Context: an optimization exercise on an open-source flow, tuned for small area and a short achievable clock period. The choices shown serve that exercise and are no tape-out recipe. In this exercise RTL edits were held to simulation tests only and were not proved equivalent to the original. No driver is modelled on the clock port, so clocking that relies on it looks cheaper here than on a real chip.

==> xenon: inputs <==
==> flow/design.v (excerpt) <==
module tnn_classifier (
    input  logic                                         clk,
    input  logic                                         rst_n,
    input  tnn_pkg::feature_t [tnn_pkg::FEAT_CNT-1:0]    features,
    input  logic                                         features_valid,
    output logic [tnn_pkg::CLASS_BITS-1:0]               prediction,
    output logic                                         prediction_valid
);
==> flow/config.mk <==
export PLATFORM = sky130hd
export DESIGN_NAME = tnn_classifier
export DESIGN_NICKNAME = tnn_classifier
export VERILOG_FILES = /design/flow/design.v
export SDC_FILE = /design/flow/constraint.sdc
export NUM_CORES = 4
export LEC_CHECK = 0
export CAP_MARGIN = 20
export CORE_MARGIN = 2
export CORE_UTILIZATION = 40
export HOLD_SLACK_MARGIN = 0.05
export SLEW_MARGIN = 20
export SYNTH_HIERARCHICAL = 1
==> flow/constraint.sdc <==
create_clock -name core_clock -period 22.0 [get_ports {clk}]
set_input_delay 4.4000 -clock core_clock [delete_from_list [all_inputs] [get_ports {clk}]]
set_output_delay 4.4000 -clock core_clock [all_outputs]
set_load 0.01 [all_outputs]
standard.sh (not shown) runs the stock make flow with config.mk's settings and CLKGATE_MAP_FILE= SYNTH_SCRIPT=/design/flow/synth_recipe.tcl, a recipe that flattens the netlist after the stock synthesis.
==> flow/flow/run.sh <==
#!/bin/bash
# Own layout flow: the standard flow (standard.sh, standard synthesis
# unchanged) with two changes:
#  - ports are buffered with buf_1 cells instead of the default choice;
#  - after clock-tree synthesis, post_cts.tcl delays the clock of the h_q,
#    a_q and m_q registers: useful skew between internal pipeline stages
#    only (the input register x_q and the output registers keep the tree's
#    clock).
# make's full output goes to flow_make.log here; ORFS keeps each step's log
# under orfs/logs.
set -euo pipefail
here=$(pwd)
export BUFFER_PORTS_ARGS="-buffer_cell sky130_fd_sc_hd__buf_1"
export POST_CTS_TCL="$here/flow/post_cts.tcl"
bash standard.sh > "$here/flow_make.log" 2>&1
==> flow/flow/post_cts.tcl <==
# Sourced by ORFS's cts.tcl after clock-tree synthesis (POST_CTS_TCL).
# Useful skew between internal pipeline stages only: the registers h_q, a_q
# and m_q (neither fed by input ports nor feeding output ports) get their
# clock later through delay cells; x_q and the output registers keep the
# tree's clock. The delay cells' strengths are then picked to balance the
# register-to-register stages; hold slack down to -0.2 ns is left to the
# hold repair after global routing, which pads the short paths. The stage
# estimates get a margin for what routing adds to them.
source [file join [file dirname [info script]] skew.tcl]

set_propagated_clock [all_clocks]
set dly sky130_fd_sc_hd__clkdlybuf4s25_1
my_skew_group "h_q*" root 3 $dly sky130_fd_sc_hd__clkbuf_8 8
my_skew_group "a_q*" root 2 $dly sky130_fd_sc_hd__clkbuf_8 8
my_skew_group "m_q*" leaf 1 $dly sky130_fd_sc_hd__clkbuf_4 8
my_skew_cleanup
my_clk_leaf_resize prediction* 0.09
my_skew_tune2 {h_q* a_q* m_q*} prediction* \
  {sky130_fd_sc_hd__clkdlybuf4s15_1 sky130_fd_sc_hd__clkdlybuf4s18_1 sky130_fd_sc_hd__clkdlybuf4s18_2 sky130_fd_sc_hd__clkdlybuf4s25_1 sky130_fd_sc_hd__clkdlybuf4s25_2 sky130_fd_sc_hd__clkdlybuf4s50_1} \
  -0.2 {0.25 0.1 0.2}
detailed_placement
Other scripts of this flow, unchanged in this note and not shown: flow/flow/skew.tcl
==> maple: changes against xenon <==
--- a/flow/config.mk
+++ b/flow/config.mk
@@ -7,7 +7,8 @@
 export LEC_CHECK = 0
 export CAP_MARGIN = 20
 export CORE_MARGIN = 2
-export CORE_UTILIZATION = 40
+export CORE_UTILIZATION = 65
 export HOLD_SLACK_MARGIN = 0.05
+export PLACE_DENSITY = 0.75
 export SLEW_MARGIN = 20
 export SYNTH_HIERARCHICAL = 1
==> yarrow: changes against xenon <==
--- a/flow/flow/post_cts.tcl
+++ b/flow/flow/post_cts.tcl
@@ -3,7 +3,7 @@
 # and m_q (neither fed by input ports nor feeding output ports) get their
 # clock later through delay cells; x_q and the output registers keep the
 # tree's clock. The delay cells' strengths are then picked to balance the
-# register-to-register stages; hold slack down to -0.2 ns is left to the
+# register-to-register stages; hold slack down to -0.35 ns is left to the
 # hold repair after global routing, which pads the short paths. The stage
 # estimates get a margin for what routing adds to them.
 source [file join [file dirname [info script]] skew.tcl]
@@ -14,8 +14,7 @@
 my_skew_group "a_q*" root 2 $dly sky130_fd_sc_hd__clkbuf_8 8
 my_skew_group "m_q*" leaf 1 $dly sky130_fd_sc_hd__clkbuf_4 8
 my_skew_cleanup
-my_clk_leaf_resize prediction* 0.09
 my_skew_tune2 {h_q* a_q* m_q*} prediction* \
   {sky130_fd_sc_hd__clkdlybuf4s15_1 sky130_fd_sc_hd__clkdlybuf4s18_1 sky130_fd_sc_hd__clkdlybuf4s18_2 sky130_fd_sc_hd__clkdlybuf4s25_1 sky130_fd_sc_hd__clkdlybuf4s25_2 sky130_fd_sc_hd__clkdlybuf4s50_1} \
-  -0.2 {0.25 0.1 0.2}
+  -0.35 {0.15 0.1 0.15}
 detailed_placement
==> lagoon: changes against xenon <==
--- a/flow/flow/post_cts.tcl
+++ b/flow/flow/post_cts.tcl
@@ -3,7 +3,7 @@
 # and m_q (neither fed by input ports nor feeding output ports) get their
 # clock later through delay cells; x_q and the output registers keep the
 # tree's clock. The delay cells' strengths are then picked to balance the
-# register-to-register stages; hold slack down to -0.2 ns is left to the
+# register-to-register stages; hold slack down to -0.3 ns is left to the
 # hold repair after global routing, which pads the short paths. The stage
 # estimates get a margin for what routing adds to them.
 source [file join [file dirname [info script]] skew.tcl]
@@ -14,8 +14,7 @@
 my_skew_group "a_q*" root 2 $dly sky130_fd_sc_hd__clkbuf_8 8
 my_skew_group "m_q*" leaf 1 $dly sky130_fd_sc_hd__clkbuf_4 8
 my_skew_cleanup
-my_clk_leaf_resize prediction* 0.09
 my_skew_tune2 {h_q* a_q* m_q*} prediction* \
   {sky130_fd_sc_hd__clkdlybuf4s15_1 sky130_fd_sc_hd__clkdlybuf4s18_1 sky130_fd_sc_hd__clkdlybuf4s18_2 sky130_fd_sc_hd__clkdlybuf4s25_1 sky130_fd_sc_hd__clkdlybuf4s25_2 sky130_fd_sc_hd__clkdlybuf4s50_1} \
-  -0.2 {0.25 0.1 0.2}
+  -0.3 {0.3 0.1 0.15}
 detailed_placement
--- a/flow/config.mk
+++ b/flow/config.mk
@@ -7,7 +7,8 @@
 export LEC_CHECK = 0
 export CAP_MARGIN = 20
 export CORE_MARGIN = 2
-export CORE_UTILIZATION = 40
+export CORE_UTILIZATION = 65
 export HOLD_SLACK_MARGIN = 0.05
+export PLACE_DENSITY = 0.75
 export SLEW_MARGIN = 20
 export SYNTH_HIERARCHICAL = 1
==> comparison <==
xenon produced a clean layout. maple completed without violations. yarrow completed without violations. lagoon completed without violations. In yarrow the sequential share of layout area is lower than in maple, by 0.35 points. Die area: maple is lower than yarrow (about 40%). In area after synthesis, xenon and lagoon do not differ. Register-to-register slack: yarrow > xenon > lagoon > maple. The lowest wire length belongs to xenon, the highest to maple. The lowest setup slack belongs to maple, the highest to yarrow. Via count, highest first: lagoon, maple, yarrow, xenon. Critical path depth: xenon is lower than lagoon (1).

* * *

==> inputs of run a <==
tnn_classifier, a different RTL version from the one above (not shown whole).
clock: 22.0 ns
lec_check: 0
cap_margin: 20
core_margin: 2
core_utilization: 40
hold_slack_margin: 0.05
slew_margin: 20
synth_hierarchical: 1
==> flow/flow/post_cts.tcl <==
# Sourced by ORFS's cts.tcl after clock-tree synthesis (POST_CTS_TCL).
# Useful skew between internal pipeline stages only: the registers h_q, a_q
# and m_q (neither fed by input ports nor feeding output ports) get their
# clock later through delay cells; x_q and the output registers keep the
# tree's clock. The delay cells' strengths are then picked to balance the
# register-to-register stages; hold slack down to -0.2 ns is left to the
# hold repair after global routing, which pads the short paths. The stage
# estimates get a margin for what routing adds to them.
source [file join [file dirname [info script]] skew.tcl]

set_propagated_clock [all_clocks]
set dly sky130_fd_sc_hd__clkdlybuf4s25_1
my_skew_group "h_q*" root 3 $dly sky130_fd_sc_hd__clkbuf_8 8
my_skew_group "a_q*" root 2 $dly sky130_fd_sc_hd__clkbuf_8 8
my_skew_group "m_q*" leaf 1 $dly sky130_fd_sc_hd__clkbuf_4 8
my_skew_cleanup
my_skew_tune2 {h_q* a_q* m_q*} prediction* \
  {sky130_fd_sc_hd__clkdlybuf4s15_1 sky130_fd_sc_hd__clkdlybuf4s18_1 sky130_fd_sc_hd__clkdlybuf4s18_2 sky130_fd_sc_hd__clkdlybuf4s25_1 sky130_fd_sc_hd__clkdlybuf4s25_2 sky130_fd_sc_hd__clkdlybuf4s50_1} \
  -0.2 {0.25 0.1 0.2}
detailed_placement
Scripts as last shown in full above: flow/flow/run.sh
Other scripts of this flow, unchanged in this note and not shown: flow/flow/skew.tcl
==> run b (differences from run a) <==
--- a/flow/flow/post_cts.tcl
+++ b/flow/flow/post_cts.tcl
@@ -4,5 +4,5 @@
 # clock later through delay cells; x_q and the output registers keep the
 # tree's clock. The delay cells' strengths are then picked to balance the
-# register-to-register stages; hold slack down to -0.2 ns is left to the
+# register-to-register stages; hold slack down to -0.3 ns is left to the
 # hold repair after global routing, which pads the short paths. The stage
 # estimates get a margin for what routing adds to them.
@@ -17,4 +17,4 @@
 my_skew_tune2 {h_q* a_q* m_q*} prediction* \
   {sky130_fd_sc_hd__clkdlybuf4s15_1 sky130_fd_sc_hd__clkdlybuf4s18_1 sky130_fd_sc_hd__clkdlybuf4s18_2 sky130_fd_sc_hd__clkdlybuf4s25_1 sky130_fd_sc_hd__clkdlybuf4s25_2 sky130_fd_sc_hd__clkdlybuf4s50_1} \
-  -0.2 {0.25 0.1 0.2}
+  -0.3 {0.3 0.1 0.15}
 detailed_placement
==> summary.md <==
| Metric | Value |
|---|---|
| Status | `finished clean` |
| Final hold slack | `around 0.16 ns` |
| Fin crit share | `~24%` |
| Final-layout fill cell count | `5561` |
| Met1 WL | `32.3 mm` |
| DR WL/cell | `around 30 um` |
| Min setup slack post-route | `between 15 and 20 ns` |
| CP arrival | `approximately 7 ns` |
That was run a.
==> summary.md <==
| Metric | Value |
|---|---|
| Status | `finished clean` |
| CP arrival | `~7.6 ns` |
| Final hold slack | `roughly 0.15 ns` |
| Fin crit share | `between 20% and 30%` |
| Final-layout fill cell count | `~5600` |
| Met1 WL | `~32 mm` |
| DR WL/cell | `about 30 um` |
That was run b.

[port drivers added, routing unchanged]
How much do the figures lean on ideal ports? The routed layouts below were timed once more, with nothing changed but the port constraints. Step 1 (the two cells are an assumption about what drives the block):
set clk [get_ports {clk}]
set_driving_cell -lib_cell sky130_fd_sc_hd__clkbuf_16 $clk
set_driving_cell -lib_cell sky130_fd_sc_hd__buf_2 [delete_from_list [all_inputs] $clk]
Step 2, shift: input delay + t, output delay - t, t = (earliest + latest rising clock arrival at the registers) / 2. This alone moves slack from input paths to output paths. Slacks: ideal ports / drivers / drivers and shift; pairs: ideal ports / drivers.
| run | t (ns) | setup slack, ns | hold WS [ns] | latest minus earliest clock arrival (ns) |
|---|---|---|---|---|
| xenon | 1.159 | 16.550 / 16.550 / 16.550 | 0.066 / 0.066 / 0.066 | 1.276 / 1.277 |
| maple | 1.061 | 16.432 / 16.432 / 16.432 | 0.058 / 0.058 / 0.058 | 1.196 / 1.196 |
| yarrow | 1.256 | 16.606 / 16.543 / 16.673 | 0.147 / 0.147 / 0.147 | 1.413 / 1.414 |
| lagoon | 1.143 | 16.518 / 16.518 / 16.518 | 0.032 / 0.032 / 0.032 | 1.308 / 1.309 |
| run a | 1.163 | 16.621 / 16.577 / 16.621 | 0.165 / 0.165 / 0.165 | 1.260 / 1.259 |
| run b | 1.211 | 16.151 / 16.151 / 16.151 | 0.152 / 0.153 / 0.153 | 1.352 / 1.352 |
In every run listed the clock reaches the registers at very different times; t lies between them, and the last value is a rough guide only.
